This design comes from an exercise in tuning for small area, a short achievable clock period and few clock cycles per item on the open sky130 flow, not from production work. Function was checked by simulation only, so behaviour that the tests miss may differ from the original.

==> run.sh <==
#!/bin/bash
# synth_recipe.tcl (not shown) runs the flow's synth.tcl, then flattens the netlist and writes it again
# the make line also repeats each setting of config.mk as NAME=value (left out here)
make -C /OpenROAD-flow-scripts/flow DESIGN_CONFIG=/design/flow/config.mk WORK_HOME=/design/flow/orfs CLKGATE_MAP_FILE= SYNTH_SCRIPT=/design/flow/synth_recipe.tcl finish
==> config.mk <==
export PLATFORM = sky130hd
export DESIGN_NAME = bloch_spinlock_euler_step_top
export DESIGN_NICKNAME = bloch_spinlock_euler_step_top
export VERILOG_FILES = /design/flow/design.v
export SDC_FILE = /design/flow/constraint.sdc
export NUM_CORES = 4
export LEC_CHECK = 0
export CAP_MARGIN = 20
export CORE_MARGIN = 2
export CORE_UTILIZATION = 40
export SLEW_MARGIN = 20
==> constraint.sdc <==
create_clock -name core_clock -period 11.0 [get_ports {clk_i}]
set_input_delay 2.2000 -clock core_clock [delete_from_list [all_inputs] [get_ports {clk_i}]]
set_output_delay 2.2000 -clock core_clock [all_outputs]
set_load 0.01 [all_outputs]
==> design.v <==
package bse_pkg;
  localparam int MAG_W      = 32;   
  localparam int RATE_W     = 32;   
  localparam int DT_W       = 32;   
  localparam int RATE_FRAC  = 12;
  localparam int NUM_AXES   = 3;
  localparam int AXIS_W     = 2;
  localparam int TERM_W     = RATE_W + MAG_W - RATE_FRAC;
  localparam int ACC_W      = TERM_W + 2;
  localparam int ACC_HI_W   = ACC_W - DT_W;
  localparam int MUL_W      = 33;
  localparam int PROD_W     = 2 * MUL_W;
  localparam int SUM_W      = ACC_HI_W + DT_W + 2;
  localparam int CFG_IDX_W  = 3;
  localparam int CFG_DATA_W = 32;
  localparam logic [MAG_W-1:0] MAG_ONE = MAG_W'(1) << (MAG_W - 2);
  localparam logic [MAG_W-1:0] MAG_MAX = {1'b0, {(MAG_W-1){1'b1}}};
  localparam logic [MAG_W-1:0] MAG_MIN = {1'b1, {(MAG_W-1){1'b0}}};
  typedef enum logic [CFG_IDX_W-1:0] {
    CFG_R1     = 3'd0,
    CFG_R2     = 3'd1,
    CFG_DT     = 3'd2,
    CFG_INIT_X = 3'd3,
    CFG_INIT_Y = 3'd4,
    CFG_INIT_Z = 3'd5
  } cfg_idx_e;
  typedef enum logic [2:0] {
    ST_IDLE,
    ST_RUN,
    ST_DRAIN,
    ST_COMMIT,
    ST_EMIT
  } state_e;
  typedef enum logic [2:0] {
    PH_T0   = 3'd0,
    PH_T1   = 3'd1,
    PH_T2   = 3'd2,
    PH_WAIT = 3'd3,
    PH_LO   = 3'd4,
    PH_HI   = 3'd5
  } phase_e;
  typedef enum logic [2:0] {
    OP_NONE,
    OP_TERM_FIRST,
    OP_TERM,
    OP_DT_LO,
    OP_DT_HI
  } op_e;
  typedef enum logic [2:0] {
    RS_R1,
    RS_R2,
    RS_WX,
    RS_WY,
    RS_DW
  } rate_sel_e;
  typedef struct packed {
    rate_sel_e sel;
    logic      neg;
  } term_t;
  typedef struct packed {
    logic signed [RATE_W-1:0] drive_x;
    logic signed [RATE_W-1:0] drive_y;
    logic signed [RATE_W-1:0] offresonance;
    logic                     first;
    logic                     last;
  } in_word_t;
  typedef struct packed {
    logic signed [MAG_W-1:0] final_mag_x;
    logic signed [MAG_W-1:0] final_mag_y;
    logic signed [MAG_W-1:0] final_mag_z;
  } out_word_t;
  function automatic term_t term_info(logic [AXIS_W-1:0] row, logic [AXIS_W-1:0] k);
    term_t t;
    t.sel = bse_pkg::RS_R1;
    t.neg = 1'b0;
    unique case ({row, k})
      {2'd0, 2'd0}: begin t.sel = bse_pkg::RS_R1; t.neg = 1'b1; end
      {2'd0, 2'd1}: begin t.sel = bse_pkg::RS_DW; t.neg = 1'b0; end
      {2'd0, 2'd2}: begin t.sel = bse_pkg::RS_WY; t.neg = 1'b1; end
      {2'd1, 2'd0}: begin t.sel = bse_pkg::RS_DW; t.neg = 1'b1; end
      {2'd1, 2'd1}: begin t.sel = bse_pkg::RS_R2; t.neg = 1'b1; end
      {2'd1, 2'd2}: begin t.sel = bse_pkg::RS_WX; t.neg = 1'b0; end
      {2'd2, 2'd0}: begin t.sel = bse_pkg::RS_WY; t.neg = 1'b0; end
      {2'd2, 2'd1}: begin t.sel = bse_pkg::RS_WX; t.neg = 1'b1; end
      {2'd2, 2'd2}: begin t.sel = bse_pkg::RS_R2; t.neg = 1'b1; end
      default:      begin t.sel = bse_pkg::RS_R1; t.neg = 1'b0; end
    endcase
    term_info = t;
  endfunction
endpackage
module bloch_spinlock_euler_step_top (
  input  logic                                 clk_i,
  input  logic                                 rst_ni,
  input  logic                                 in_valid_i,
  output logic                                 in_stall_o,
  input  bse_pkg::in_word_t                    in_word_i,
  output logic                                 out_valid_o,
  input  logic                                 out_stall_i,
  output bse_pkg::out_word_t                   out_word_o,
  input  logic                                 cfg_we_i,
  input  logic [bse_pkg::CFG_IDX_W-1:0]        cfg_idx_i,
  input  logic [bse_pkg::CFG_DATA_W-1:0]       cfg_data_i
);
  logic signed [bse_pkg::RATE_W-1:0] r1_q, r2_q;
  logic        [bse_pkg::DT_W-1:0]   dt_q;
  logic signed [bse_pkg::MAG_W-1:0]  init_q [bse_pkg::NUM_AXES];
  logic signed [bse_pkg::RATE_W-1:0] wx_q, wy_q, dw_q;
  logic                              last_q;
  logic signed [bse_pkg::MAG_W-1:0]  mag_q [bse_pkg::NUM_AXES];
  logic signed [bse_pkg::MAG_W-1:0]  new_q [bse_pkg::NUM_AXES];
  bse_pkg::state_e            state_q, state_d;
  logic [2:0]                 ph_q, ph_d;
  logic [bse_pkg::AXIS_W-1:0] row_q, row_d;
  bse_pkg::op_e               issue_op;
  logic                       accept;
  logic                       out_load;
  bse_pkg::op_e                       op_q;
  logic [bse_pkg::AXIS_W-1:0]         tag_row_q;
  logic                               tag_neg_q;
  logic signed [bse_pkg::PROD_W-1:0]  prod_q, prod_d;
  logic signed [bse_pkg::ACC_W-1:0]   acc_q, acc_d, acc_base, term_ext;
  logic signed [bse_pkg::TERM_W-1:0]  term_val;
  logic        [bse_pkg::DT_W-1:0]    lo_q;
  logic                               out_valid_q;
  bse_pkg::out_word_t                 out_q;
  bse_pkg::term_t                     tinfo;
  logic [bse_pkg::AXIS_W-1:0]         mag_k;
  logic signed [bse_pkg::RATE_W-1:0]  rate_op;
  logic signed [bse_pkg::MUL_W-1:0]   mul_a, mul_b;
  logic signed [bse_pkg::ACC_HI_W-1:0] acc_hi;
  logic signed [bse_pkg::SUM_W-1:0]   upd_sum;
  logic                               upd_fits;
  logic [bse_pkg::MAG_W-1:0]          upd_sat;
  assign in_stall_o  = (state_q != bse_pkg::ST_IDLE);
  assign accept      = in_valid_i && !in_stall_o;
  assign out_valid_o = out_valid_q;
  assign out_word_o  = out_q;
  always_ff @(posedge clk_i or negedge rst_ni) begin
    if (!rst_ni) begin
      r1_q      <= '0;
      r2_q      <= '0;
      dt_q      <= '0;
      init_q[0] <= '0;
      init_q[1] <= '0;
      init_q[2] <= bse_pkg::MAG_ONE;
    end else if (cfg_we_i) begin
      unique case (cfg_idx_i)
        bse_pkg::CFG_R1:     r1_q      <= cfg_data_i[bse_pkg::RATE_W-1:0];
        bse_pkg::CFG_R2:     r2_q      <= cfg_data_i[bse_pkg::RATE_W-1:0];
        bse_pkg::CFG_DT:     dt_q      <= cfg_data_i[bse_pkg::DT_W-1:0];
        bse_pkg::CFG_INIT_X: init_q[0] <= cfg_data_i[bse_pkg::MAG_W-1:0];
        bse_pkg::CFG_INIT_Y: init_q[1] <= cfg_data_i[bse_pkg::MAG_W-1:0];
        bse_pkg::CFG_INIT_Z: init_q[2] <= cfg_data_i[bse_pkg::MAG_W-1:0];
        default: ;
      endcase
    end
  end
  always_ff @(posedge clk_i or negedge rst_ni) begin
    if (!rst_ni) begin
      state_q <= bse_pkg::ST_IDLE;
      ph_q    <= bse_pkg::PH_T0;
      row_q   <= '0;
    end else begin
      state_q <= state_d;
      ph_q    <= ph_d;
      row_q   <= row_d;
    end
  end
  always_comb begin
    state_d  = state_q;
    ph_d     = ph_q;
    row_d    = row_q;
    issue_op = bse_pkg::OP_NONE;
    out_load = 1'b0;
    unique case (state_q)
      bse_pkg::ST_IDLE: begin
        if (in_valid_i) begin
          state_d = bse_pkg::ST_RUN;
          ph_d    = bse_pkg::PH_T0;
          row_d   = '0;
        end
      end
      bse_pkg::ST_RUN: begin
        unique case (ph_q)
          bse_pkg::PH_T0:   issue_op = bse_pkg::OP_TERM_FIRST;
          bse_pkg::PH_T1,
          bse_pkg::PH_T2:   issue_op = bse_pkg::OP_TERM;
          bse_pkg::PH_LO:   issue_op = bse_pkg::OP_DT_LO;
          bse_pkg::PH_HI:   issue_op = bse_pkg::OP_DT_HI;
          default:          issue_op = bse_pkg::OP_NONE;
        endcase
        if (ph_q == bse_pkg::PH_HI) begin
          ph_d = bse_pkg::PH_T0;
          if (row_q == bse_pkg::AXIS_W'(bse_pkg::NUM_AXES - 1)) begin
            state_d = bse_pkg::ST_DRAIN;
          end else begin
            row_d = row_q + 2'd1;
          end
        end else begin
          ph_d = ph_q + 3'd1;
        end
      end
      bse_pkg::ST_DRAIN: state_d = bse_pkg::ST_COMMIT;
      bse_pkg::ST_COMMIT: state_d = last_q ? bse_pkg::ST_EMIT : bse_pkg::ST_IDLE;
      bse_pkg::ST_EMIT: begin
        if (!out_valid_q || !out_stall_i) begin
          out_load = 1'b1;
          state_d  = bse_pkg::ST_IDLE;
        end
      end
      default: state_d = bse_pkg::ST_IDLE;
    endcase
  end
  always_comb begin
    mag_k = ((issue_op == bse_pkg::OP_TERM_FIRST) || (issue_op == bse_pkg::OP_TERM))
            ? ph_q[bse_pkg::AXIS_W-1:0] : '0;
    tinfo = bse_pkg::term_info(row_q, mag_k);
    unique case (tinfo.sel)
      bse_pkg::RS_R1: rate_op = r1_q;
      bse_pkg::RS_R2: rate_op = r2_q;
      bse_pkg::RS_WX: rate_op = wx_q;
      bse_pkg::RS_WY: rate_op = wy_q;
      bse_pkg::RS_DW: rate_op = dw_q;
      default:        rate_op = '0;
    endcase
    acc_hi = acc_q[bse_pkg::ACC_W-1:bse_pkg::DT_W];
    unique case (issue_op)
      bse_pkg::OP_TERM_FIRST,
      bse_pkg::OP_TERM: begin
        mul_a = bse_pkg::MUL_W'(rate_op);
        mul_b = bse_pkg::MUL_W'(mag_q[mag_k]);
      end
      bse_pkg::OP_DT_LO: begin
        mul_a = bse_pkg::MUL_W'(dt_q);
        mul_b = bse_pkg::MUL_W'(acc_q[bse_pkg::DT_W-1:0]);
      end
      bse_pkg::OP_DT_HI: begin
        mul_a = bse_pkg::MUL_W'(dt_q);
        mul_b = bse_pkg::MUL_W'(acc_hi);
      end
      default: begin
        mul_a = '0;
        mul_b = '0;
      end
    endcase
    prod_d = mul_a * mul_b;
  end
  always_ff @(posedge clk_i or negedge rst_ni) begin
    if (!rst_ni) begin
      op_q <= bse_pkg::OP_NONE;
    end else begin
      op_q <= issue_op;
    end
  end
  always_ff @(posedge clk_i) begin
    prod_q    <= prod_d;
    tag_row_q <= row_q;
    tag_neg_q <= tinfo.neg;
  end
  always_comb begin
    term_val = prod_q[bse_pkg::RATE_W+bse_pkg::MAG_W-1:bse_pkg::RATE_FRAC];
    term_ext = bse_pkg::ACC_W'(term_val);
    acc_base = (op_q == bse_pkg::OP_TERM_FIRST) ? '0 : acc_q;
    acc_d    = tag_neg_q ? (acc_base - term_ext) : (acc_base + term_ext);
    upd_sum  = bse_pkg::SUM_W'(prod_q) + bse_pkg::SUM_W'(lo_q)
             + bse_pkg::SUM_W'(mag_q[tag_row_q]);
    upd_fits = (upd_sum[bse_pkg::SUM_W-1:bse_pkg::MAG_W-1] == '0) ||
               (upd_sum[bse_pkg::SUM_W-1:bse_pkg::MAG_W-1] == '1);
    if (upd_fits) begin
      upd_sat = upd_sum[bse_pkg::MAG_W-1:0];
    end else begin
      upd_sat = upd_sum[bse_pkg::SUM_W-1] ? bse_pkg::MAG_MIN : bse_pkg::MAG_MAX;
    end
  end
  always_ff @(posedge clk_i) begin
    if ((op_q == bse_pkg::OP_TERM_FIRST) || (op_q == bse_pkg::OP_TERM)) begin
      acc_q <= acc_d;
    end
    if (op_q == bse_pkg::OP_DT_LO) begin
      lo_q <= prod_q[2*bse_pkg::DT_W-1:bse_pkg::DT_W];
    end
    if (op_q == bse_pkg::OP_DT_HI) begin
      new_q[tag_row_q] <= upd_sat;
    end
    if (accept) begin
      wx_q   <= in_word_i.drive_x;
      wy_q   <= in_word_i.drive_y;
      dw_q   <= in_word_i.offresonance;
      last_q <= in_word_i.last;
    end
  end
  always_ff @(posedge clk_i or negedge rst_ni) begin
    if (!rst_ni) begin
      mag_q[0] <= '0;
      mag_q[1] <= '0;
      mag_q[2] <= '0;
    end else if (accept && in_word_i.first) begin
      mag_q[0] <= init_q[0];
      mag_q[1] <= init_q[1];
      mag_q[2] <= init_q[2];
    end else if (state_q == bse_pkg::ST_COMMIT) begin
      mag_q[0] <= new_q[0];
      mag_q[1] <= new_q[1];
      mag_q[2] <= new_q[2];
    end
  end
  always_ff @(posedge clk_i or negedge rst_ni) begin
    if (!rst_ni) begin
      out_valid_q <= 1'b0;
    end else if (out_load) begin
      out_valid_q <= 1'b1;
    end else if (!out_stall_i) begin
      out_valid_q <= 1'b0;
    end
  end
  always_ff @(posedge clk_i) begin
    if (out_load) begin
      out_q <= {mag_q[0], mag_q[1], mag_q[2]};
    end
  end
endmodule
==> impl_metrics.ini <==
[finish]
design_area_mm2 = 0.0841
regArea_mm2 = 0.0201
area_delta_synth_final_pct = 13.5
drive_gt1_share_pct = 10.3
instances_no_fill = 10100
nFillCells = 17200
fin_nets = 9255
multiInputGateArea_mm2 = 0.0483

[worst_setup_path]
cp_max_fo = 17
reg2reg_slack_ns = 0.41
cp-end-kind = flip-flop
ff2ff_path_depth = 38
crit_arrival_ns = 11.23
r2r_start = state_q[1]
worst_r2r_endpoint = prod_q[60]
crit_path_frequent_cell = fa_1
critical-path-slowest-cell = ha_2
required_ns = 11.63
cp-start-kind = flip-flop
path_class = flip-flop to flip-flop
cpPeakStageDelay_ns = 0.63

[floorplanning]
io_pins = 236
initial_utilization_pct = 40.3
die_w_um = 434
die_h_um = 434
fp.dieArea_mm2 = 0.189
coreArea_mm2 = 0.184
std_cell_rows = 157

[logic_synthesis]
yosysSeqAreaShare_pct = 27.1
yosysTopAreaCellShare_pct = 31.3
ys_seq_elements = 742
synth_top_cell_by_area = fa_1
yosys-top-cells-area = fa_1 31%, edfxtp_1 15%, dfrtp_1 10%
synthCells = 7349
yosysMostFrequentCell = inv_1
synth_warnings = 3
syn_avg_cell_area_um2 = 10.1
synth-edff-count = 375
synth_top_cells_by_count = 1269 x inv_1, 1159 x fa_1, 1020 x nand2_1, 579 x nor2_1, 375 x edfxtp_1
synth.cell_area_mm2 = 0.0741
synth_ff_type = edfxtp_1
netlist-cell-type-count = 93
synthArstFlopShare_pct = 40.4
syn_nets = 8996

[clock_network]
clkTransAtPathRegs_ns = 0.06
cts_tree = yes
ctsHoldBuffers = 0
clock-root-buffer = clkbuf_16
clkLatencyLatePin_ns = 0.72
cts.path.max_buffers = 3
numClockSinks = 742
htreeDepth = 3
numCtsBuffers = 82

[timing]
fmax_mhz = 94.4
holdWs_ns = 0.441
slew_headroom_pct = 21.6
skew_ns = 0.0900
setup_violations = 0
hold_viol = 0
slew_violations = 0
fin_crit_ns = 10.59
post-route-period-util_pct = 96.3
rsz0062_at_grt = no
tightest_slew_ns = 1.16

[outcome]
outcome = timing/DRC/antenna clean

[grt]
grt_pass1_vias = 57100
antenna_found_initial = 14
grt_pass1_wl_mm = 363
overflow = 0
grt_max_degree = 123
track_usage_pct = 25.9

[place]
gp_congestion = 0.932
dpl.cell_count = 9967
postPlaceCellArea_mm2 = 0.0808
portBuffers = 235
dp.final_hpwl_mm = 194

[hold_path]
hold_end = mag_q[1][29]
worstHoldStart = new_q[1][29]
hp-class = flip-flop to flip-flop
min_path_cells = 2

[detailed_routing]
routedWlPerCell_um = 23.9
first_pass_iters = 6
wl_mm = 243
drc = 0
drtAntennaViolNets = 0
vias = 55000
routed_via_density = 5.42
drtIter0Drc = 4630

[job]
maxCapViolations = 0
[how the worst max path moves through the flow]
stage | slack [ns] | to | startpoint | cells past startpoint
2_1_floorplan | 0.24 | prod_q[62] | state_q[0] | 42
3_3_place_gp | -0.03 | prod_q[61] | state_q[1] | 40
3_5_place_dp | -0.21 | prod_q[61] | state_q[1] | 41
4_1_cts | 0.04 | prod_q[61] | state_q[1] | 40
5_1_grt | 0.05 | prod_q[62] | state_q[1] | 44
6_report | 0.41 | prod_q[60] | state_q[1] | 38
[state kept, by name (all words and copies together), names as in the netlist, 54 cells and up]
register,flops
init_q,96
mag_q,96
new_q,96
out_q,96
prod_q,64
acc_q,54
[through the flow]
stage	setup WS, ns	utilization (%)	setup TNS (ns)
6_report	0.406	45.8	0
5_1_grt	0.0477	45.8	0
4_1_cts	0.0410	45.5	0
3_5_place_dp	-0.208	44.0	-0.427
3_3_place_gp	-0.0281	44.0	-0.0281
2_1_floorplan	0.241	-	0
[metal layers]
layer	up-vias	track usage, %	share of wire, %
li1	23900	-	-
met1	28400	34.8	41
met2	2210	42.4	47
met3	443	3.19	7.1
met4	4	10.7	4.7
met5	-	0	0.0095
[logic make-up (layout without fill, tap and decap cells)]
kind of cell    Yosys count  count (layout)  synth area share (%)
simple gates           2009            2009                  11.6
buf+inv                1615            1942                  8.32
fa+ha+maj              1509            1509                  37.2
compound gates          985             986                  8.85
flops                   742             742                  27.1
mux                     268             268                  4.23
xor+xnor                221             221                  2.61
other cells               0               7                     0
[critical path: cells and delay by family, from the launching register on]
family | cells | cell delay [ns]
and+or+nand+nor | 9 | 1.00
adders and majority gates | 10 | 5.11
xor gates and xnor gates | 1 | 0.16
buffers and inverters | 9 | 1.32
AOI/OAI and AO/OA | 9 | 2.45
DFF | 1 | 0.45
[placed cells by master (no fill, tap or decap), types with 167 or more instances in the layout]
cell and instances:
edfxtp_1 375, dfrtp_1 298, inv_1 1267, nand2_1 1017, a22oi_1 188, ha_1 345, xnor2_1 167, fa_1 1155
buf_4 241, nor2_1 572, mux2_2 210, a21oi_1 208, clkdlybuf4s50_1 234
[final cells by class]
type / count / share of cell area [%]
clock buffers: 101 / 2.64
clock inverters: 52 / 0.763
inverters: 1269 / 5.66
diodes: 7 / 0.0208
flip-flops and latches: 742 / 23.9
multi-input cells: 4993 / 57.5
well taps: 2464 / 3.66
repair buffers: 520 / 5.88
[timing repair]
action | in CTS | in global routing
gates resized for setup | 4 | 80
cloned | 0 | 2
buffers inserted | 0 | 18
hold endpoints to repair | 0 | 0
setup endpoints to repair | 4 | 24
pin swaps | 0 | 7
Testbench counts, summed over its fixed seeds: cycles 61,778, items 2,908.

[re-timing with driven ports]
The flow's constraints put no driver on any port. The routed layout listed below was extracted and timed again, unchanged, in two steps.
Step 1, drivers: a clkbuf_16 drives clk_i and a buf_2 each remaining input, both assumed.
Step 2, shift: input delay + t, output delay - t, t = (earliest + latest rising clock arrival at the registers) / 2. This alone moves slack from input paths to output paths.
a / b / c = ideal / step 1 / step 2; a / b = the first two.
t (ns): 0.761
slack for setup (ns): 0.406 / 0.406 / 0.406
hold WS [ns]: 0.441 / 0.441 / 0.441
After both steps setup and hold are still met in this run. The setup slack of this run moves by 0.000 ns with the drivers and by 0.000 ns with both steps.
